What follows belongs to an exercise in optimizing a design on an open flow for small area and a short achievable clock period; a production flow would make more cautious choices.
Only simulation tests tie the RTL to the original design; equivalence was not proved.
No activity file was given, so power comes from the tool's default toggle rates.

==> run B <==
==> flow/design.v (excerpt) <==
module dmem_responder #(
   parameter int ADDR_W      = 7,
   parameter int WAIT_CYCLES = 2
) (
   input  logic        clk,
   input  logic        resetn,
   input  logic        req_valid,
   output logic        req_ready,
   input  logic        req_write,
   input  logic [15:0] req_addr,
   input  logic [15:0] req_wdata,
   output logic        rsp_valid,
   input  logic        rsp_ready,
   output logic [15:0] rsp_rdata,
   output logic        rsp_err
);
   localparam int DEPTH = 1 << ADDR_W;
   logic        req_ready_q;
   logic        w1_q;           
   logic        w2_q;           
   logic        cm_q;           
   logic        rsp_valid_q;
   logic        rsp_err_q;
   logic [15:0] rsp_rdata_q;
   logic [7:0]        hi_n_q;    
   logic [15:0]       lo_n_q;    
   logic              wr_q;
   logic              inr_q;
   logic [15:0]       wdata_q;
   logic [10:0]       rdp_q [16];
   logic [15:0] mem_q [DEPTH];
   logic accept;
   logic hold;
   logic [DEPTH-1:0] ws;
   logic [DEPTH-1:0] we;
   logic [7:0]       hiw_n;
   logic [10:0] rdp [16];
   logic [15:0] rd;
   assign accept = req_ready_q & req_valid;
   assign hold   = rsp_valid_q & ~rsp_ready;
   always_ff @(posedge clk) begin
      if (req_ready_q) begin
         hi_n_q  <= ~(8'd1 << req_addr[6:4]);
         lo_n_q  <= ~(16'd1 << req_addr[3:0]);
         wr_q    <= req_write;
         inr_q   <= (req_addr >> ADDR_W) == 16'd0;
         wdata_q <= req_wdata;
      end
   end
   always_ff @(posedge clk) begin
      if (!resetn) begin
         req_ready_q <= 1'b0;
         w1_q        <= 1'b0;
         w2_q        <= 1'b0;
         cm_q        <= 1'b0;
         rsp_valid_q <= 1'b0;
         rsp_err_q   <= 1'b0;
         rsp_rdata_q <= 16'd0;
      end else begin
         req_ready_q <= ~(w1_q | w2_q | rsp_valid_q) & ~accept;
         w1_q        <= accept;
         w2_q        <= w1_q;
         cm_q        <= w1_q & wr_q & inr_q;
         rsp_valid_q <= w2_q | hold;
         rsp_err_q   <= (w2_q & ~inr_q) | (hold & rsp_err_q);
         rsp_rdata_q <= ({16{w2_q & inr_q & ~wr_q}} & rd) | ({16{hold}} & rsp_rdata_q);
      end
   end
  ...
==> module dmem_responder, before the edit <==
module dmem_responder #(
   parameter int ADDR_W      = 7,
   parameter int WAIT_CYCLES = 2
) (
   input  logic        clk,
   input  logic        resetn,
   input  logic        req_valid,
   output logic        req_ready,
   input  logic        req_write,
   input  logic [15:0] req_addr,
   input  logic [15:0] req_wdata,
   output logic        rsp_valid,
   input  logic        rsp_ready,
   output logic [15:0] rsp_rdata,
   output logic        rsp_err
);
   localparam int DEPTH = 1 << ADDR_W;
   logic        req_ready_q;
   logic        w1_q;           
   logic        w2_q;           
   logic        cm_q;           
   logic        rsp_valid_q;
   logic        rsp_err_q;
   logic [15:0] rsp_rdata_q;
   logic [7:0]        hi_n_q;    
   logic [15:0]       lo_n_q;    
   logic              wr_q;
   logic              inr_q;
   logic [15:0]       wdata_q;
   logic [10:0]       rdp_q [16];
   logic [15:0] mem_q [DEPTH];
   logic accept;
   logic hold;
   logic [DEPTH-1:0] ws;
   logic [DEPTH-1:0] we;
   logic [7:0]       hiw_n;
   logic [10:0] rdp [16];
   logic [15:0] rd;
   assign accept = req_ready_q & req_valid;
   assign hold   = rsp_valid_q & ~rsp_ready;
   always_ff @(posedge clk) begin
      if (req_ready_q) begin
         hi_n_q  <= ~(8'd1 << req_addr[6:4]);
         lo_n_q  <= ~(16'd1 << req_addr[3:0]);
         wr_q    <= req_write;
         inr_q   <= (req_addr >> ADDR_W) == 16'd0;
         wdata_q <= req_wdata;
      end
   end
   always_ff @(posedge clk) begin
      if (!resetn) begin
         req_ready_q <= 1'b0;
         w1_q        <= 1'b0;
         w2_q        <= 1'b0;
         cm_q        <= 1'b0;
         rsp_valid_q <= 1'b0;
         rsp_err_q   <= 1'b0;
         rsp_rdata_q <= 16'd0;
      end else begin
         req_ready_q <= ~(w1_q | w2_q | rsp_valid_q) & ~accept;
         w1_q        <= accept;
         w2_q        <= w1_q;
         cm_q        <= w1_q & wr_q & inr_q;
         rsp_valid_q <= w2_q | hold;
         rsp_err_q   <= (w2_q & ~inr_q) | (hold & rsp_err_q);
         rsp_rdata_q <= ({16{w2_q & inr_q & ~wr_q}} & rd) | ({16{hold}} & rsp_rdata_q);
      end
   end
   assign hiw_n = hi_n_q | {8{~(resetn & cm_q)}};
   for (genvar i = 0; i < DEPTH; i++) begin : g_ws
      dmem_nor2 u_ws (.a(hi_n_q[i / 16]), .b(lo_n_q[i % 16]), .y(ws[i]));
      dmem_nor2 u_we (.a(hiw_n[i / 16]), .b(lo_n_q[i % 16]), .y(we[i]));
   end
   for (genvar b = 0; b < 16; b++) begin : g_rd
      logic [DEPTH-1:0] col;
      for (genvar i = 0; i < DEPTH; i++) begin : g_col
         assign col[i] = mem_q[i][b];
      end
      dmem_sel128 u_sel (.sel(ws), .d(col), .y(rdp[b]));
      always_ff @(posedge clk) rdp_q[b] <= rdp[b];
      dmem_or11 u_or (.a(rdp_q[b]), .y(rd[b]));
   end
   always_ff @(posedge clk) begin
      for (int i = 0; i < DEPTH; i++)
         if (we[i])
            mem_q[i] <= wdata_q;
   end
   assign req_ready = req_ready_q;
   assign rsp_valid = rsp_valid_q;
   assign rsp_err   = rsp_err_q;
   assign rsp_rdata = rsp_rdata_q;
endmodule
==> module dmem_sel128, before the edit <==
module dmem_sel128 (
   input  logic [127:0] sel,
   input  logic [127:0] d,
   output logic [10:0]  y
);
   logic [42:0] l1;
   for (genvar k = 0; k < 42; k++) begin : g_l1
      dmem_aoi222 u (.a(sel[3*k +: 3]), .b(d[3*k +: 3]), .y(l1[k]));
   end
   dmem_aoi22 u_l1last (.a(sel[127:126]), .b(d[127:126]), .y(l1[42]));
   for (genvar k = 0; k < 10; k++) begin : g_l2
      dmem_nand4 u (.a(l1[4*k +: 4]), .y(y[k]));
   end
   dmem_nand3 u_l2last (.a(l1[42:40]), .y(y[10]));
endmodule
==> module dmem_or11, before the edit <==
module dmem_or11 (
   input  logic [10:0] a,
   output logic        y
);
   logic [2:0] l3;
   dmem_nor4 u_l3a (.a(a[3:0]), .y(l3[0]));
   dmem_nor4 u_l3b (.a(a[7:4]), .y(l3[1]));
   dmem_nor3 u_l3c (.a(a[10:8]), .y(l3[2]));
   dmem_nand3 u_l4 (.a(l3), .y(y));
endmodule
==> module dmem_nor2, before the edit <==
module dmem_nor2 (input logic a, input logic b, output logic y);
   assign y = ~(a | b);
endmodule
==> module dmem_aoi222, before the edit <==
module dmem_aoi222 (input logic [2:0] a, input logic [2:0] b, output logic y);
   assign y = ~|(a & b);
endmodule
==> module dmem_aoi22, before the edit <==
module dmem_aoi22 (input logic [1:0] a, input logic [1:0] b, output logic y);
   assign y = ~|(a & b);
endmodule
==> module dmem_nand4, before the edit <==
module dmem_nand4 (input logic [3:0] a, output logic y);
   assign y = ~&a;
endmodule
==> module dmem_nand3, before the edit <==
module dmem_nand3 (input logic [2:0] a, output logic y);
   assign y = ~&a;
endmodule
==> module dmem_nor4, before the edit <==
module dmem_nor4 (input logic [3:0] a, output logic y);
   assign y = ~|a;
endmodule
==> module dmem_nor3, before the edit <==
module dmem_nor3 (input logic [2:0] a, output logic y);
   assign y = ~|a;
endmodule
export LEC_CHECK = 0
export ABC_CLOCK_PERIOD_IN_PS = 2300
export CAP_MARGIN = 20
export CORE_MARGIN = 2
export CORE_UTILIZATION = 50
export CTS_CLUSTER_DIAMETER = 120
export CTS_CLUSTER_SIZE = 25
export SETUP_SLACK_MARGIN = 2.7
export SLEW_MARGIN = 20
export SYNTH_HIERARCHICAL = 1
create_clock -name core_clock -period 5.0 [get_ports {clk}]
run.sh (not shown) runs the stock make flow with config.mk's settings and CLKGATE_MAP_FILE= SYNTH_SCRIPT=/design/flow/synth_recipe.tcl, a recipe that flattens the netlist after the stock synthesis.
==> inputs of run H, as changes to run B <==
--- a/flow/design.v
+++ b/flow/design.v
@@ -19,5 +19,5 @@
    logic        w1_q;           
    logic        w2_q;           
-   logic        cm_q;           
+   logic [7:0]  hiw_q;          
    logic        rsp_valid_q;
    logic        rsp_err_q;
@@ -53,5 +53,5 @@
          w1_q        <= 1'b0;
          w2_q        <= 1'b0;
-         cm_q        <= 1'b0;
+         hiw_q       <= 8'd0;
          rsp_valid_q <= 1'b0;
          rsp_err_q   <= 1'b0;
@@ -61,5 +61,5 @@
          w1_q        <= accept;
          w2_q        <= w1_q;
-         cm_q        <= w1_q & wr_q & inr_q;
+         hiw_q       <= {8{w1_q & wr_q & inr_q}} & ~hi_n_q;
          rsp_valid_q <= w2_q | hold;
          rsp_err_q   <= (w2_q & ~inr_q) | (hold & rsp_err_q);
@@ -67,5 +67,5 @@
       end
    end
-   assign hiw_n = hi_n_q | {8{~(resetn & cm_q)}};
+   assign hiw_n = ~(hiw_q & {8{resetn}});
    for (genvar i = 0; i < DEPTH; i++) begin : g_ws
       dmem_nor2 u_ws (.a(hi_n_q[i / 16]), .b(lo_n_q[i % 16]), .y(ws[i]));
--- a/flow/config.mk
+++ b/flow/config.mk
@@ -9,5 +9,5 @@
 export CAP_MARGIN = 20
 export CORE_MARGIN = 2
-export CORE_UTILIZATION = 50
+export CORE_UTILIZATION = 60
 export CTS_CLUSTER_DIAMETER = 120
 export CTS_CLUSTER_SIZE = 25
==> inputs of run E, as changes to run B <==
==> flow/design.v (replaced) <==
module dmem_responder #(
   parameter int ADDR_W      = 7,
   parameter int WAIT_CYCLES = 2
) (
   input  logic        clk,
   input  logic        resetn,
   input  logic        req_valid,
   output logic        req_ready,
   input  logic        req_write,
   input  logic [15:0] req_addr,
   input  logic [15:0] req_wdata,
   output logic        rsp_valid,
   input  logic        rsp_ready,
   output logic [15:0] rsp_rdata,
   output logic        rsp_err
);
   localparam int DEPTH = 1 << ADDR_W;
   typedef enum logic [1:0] {IDLE, WAIT, RESP} state_t;
   state_t      state_q;
   logic [3:0]  cnt_q;
   logic        wr_q;
   logic [15:0] addr_q;
   logic [15:0] wdata_q;
   logic        req_ready_q;
   logic        rsp_valid_q;
   logic        rsp_err_q;
   logic [15:0] rsp_rdata_q;
   logic [15:0] mem_q [DEPTH];
   logic              accept;
   logic              enter_resp;
   logic              cur_write;
   logic [15:0]       cur_addr;
   logic [15:0]       cur_wdata;
   logic              in_range;
   logic [ADDR_W-1:0] idx;
   logic              rsp_err_d;
   logic [15:0]       rsp_rdata_d;
   always_comb begin
      cur_write  = wr_q;
      cur_addr   = addr_q;
      cur_wdata  = wdata_q;
      accept     = (state_q == IDLE) && req_ready_q && req_valid;
      enter_resp = (state_q == WAIT) && (cnt_q == 4'd0);
      if (state_q == IDLE) begin
         cur_write = req_write;
         cur_addr  = req_addr;
         cur_wdata = req_wdata;
         if (WAIT_CYCLES == 0)
            enter_resp = accept;
      end
      in_range    = (cur_addr >> ADDR_W) == 16'd0;
      idx         = cur_addr[ADDR_W-1:0];
      rsp_err_d   = !in_range;
      rsp_rdata_d = (in_range && !cur_write) ? mem_q[idx] : 16'd0;
   end
   always_ff @(posedge clk) begin
      if (!resetn) begin
         state_q     <= IDLE;
         cnt_q       <= 4'd0;
         wr_q        <= 1'b0;
         addr_q      <= 16'd0;
         wdata_q     <= 16'd0;
         req_ready_q <= 1'b0;
         rsp_valid_q <= 1'b0;
         rsp_err_q   <= 1'b0;
         rsp_rdata_q <= 16'd0;
      end else begin
         if (enter_resp) begin
            rsp_valid_q <= 1'b1;
            rsp_err_q   <= rsp_err_d;
            rsp_rdata_q <= rsp_rdata_d;
         end
         case (state_q)
            IDLE: begin
               if (accept) begin
                  wr_q        <= req_write;
                  addr_q      <= req_addr;
                  wdata_q     <= req_wdata;
                  req_ready_q <= 1'b0;
                  if (WAIT_CYCLES == 0) begin
                     state_q <= RESP;
                  end else begin
                     state_q <= WAIT;
                     cnt_q   <= 4'(WAIT_CYCLES - 1);
                  end
               end else begin
                  req_ready_q <= 1'b1;
               end
            end
            WAIT: begin
               if (cnt_q == 4'd0) state_q <= RESP;
               else               cnt_q   <= cnt_q - 4'd1;
            end
            RESP: begin
               if (rsp_ready) begin
                  state_q     <= IDLE;
                  rsp_valid_q <= 1'b0;
                  rsp_err_q   <= 1'b0;
                  rsp_rdata_q <= 16'd0;
               end
            end
            default: state_q <= IDLE;
         endcase
      end
   end
   always_ff @(posedge clk) begin
      if (resetn && enter_resp && cur_write && in_range)
         mem_q[idx] <= cur_wdata;
   end
   assign req_ready = req_ready_q;
   assign rsp_valid = rsp_valid_q;
   assign rsp_err   = rsp_err_q;
   assign rsp_rdata = rsp_rdata_q;
endmodule
==> flow/config.mk (replaced) <==
export PLATFORM = sky130hd
export DESIGN_NAME = dmem_responder
export DESIGN_NICKNAME = dmem_responder
export VERILOG_FILES = /design/flow/design.v
export SDC_FILE = /design/flow/constraint.sdc
export NUM_CORES = 4
export LEC_CHECK = 0
export CAP_MARGIN = 20
export CORE_MARGIN = 2
export CORE_UTILIZATION = 40
export SLEW_MARGIN = 20
==> run summary <==
Between run E and run B, the lower fmax is in run E (gap about 47%, measured against run B). Via count: run B < run H < run E. Of run B and run H, run H has the higher flip-flop and latch count (gap 7). In run B the synthesized cell count is smaller than in run H, by about 0.4%. The lowest combinational power belongs to run H, the highest to run E. Final area, lowest first: run H, run B, run E. Between run H and run B, the lower first-iteration DRC count is in run B (gap 5.5%, measured against run B).
==> figures <==
quantity                                                                                   run E                    run H                    run B
Switching share of total power                                                            24.36%                   20.42%                   20.73%
Endpoint required time on the critical path                                              5.79 ns                  5.58 ns                  5.59 ns
Crit Reg-Reg Endpoint                                                             rsp_rdata_q[7]              rdp_q[4][0]              rdp_q[8][9]
P_seq                                                                                   19700 uW                 21200 uW                 21100 uW
Run status                                                               complete, no violations  complete, no violations  complete, no violations
Number of storage elements in the synthesis netlist                                         2106                     2295                     2288
Library cell contributing the largest single delay on the critical path                  o41ai_1                 a222oi_1                 a222oi_1
Most utilized layer in the global route result                                              met2                     met1                     met1
Period utilisation layout                                                                 87.32%                   47.38%                   46.34%
Global Route met2 Usage                                                                   36.98%                   48.21%                   37.83%
Post-route total power                                                                  39340 uW                 31760 uW                 31680 uW
Antenna violations before repair                                                              14                        5                       10
Proportion of power drawn by the clock network                                             40.0%                    29.9%                    29.9%
Area fraction of the dominant cell type after synthesis                                   75.54%                   81.27%                   81.43%
DR WL/cell                                                                              29.25 um                 37.57 um                 34.35 um

[port drivers added, routing unchanged]
How much do the figures lean on ideal ports? The routed layouts below were timed once more, with nothing changed but the port constraints. Step 1: set_driving_cell puts a clkbuf_16 on clk and a buf_2 on each other input, an assumption about the parent block. Step 2 also shifts input and output timing later by t, the mid clock arrival at the registers, as if the neighbouring blocks saw the same clock. Three values: ideal ports, drivers, drivers and shift; two values: the first two.
run	t, ns	slack for setup (ns)	hold WS [ns]	slew at the worst register clock pin (ns)	cell pins on the clock port's net
run B	0.833	2.683 / 2.656 / 2.063	0.505 / 0.505 / 0.505	0.10 / 0.10	1
run H	0.809	2.631 / 2.631 / 1.981	0.504 / 0.504 / 0.504	0.10 / 0.10	1
run E	0.934	0.634 / 0.634 / -0.004	0.463 / 0.463 / 0.463	0.07 / 0.07	1
With both steps, setup timing fails in run E, where it was met with ideal ports. For run H, which loses most, drivers alone change the setup slack by 0.000 ns; drivers and shift together by -0.650 ns.
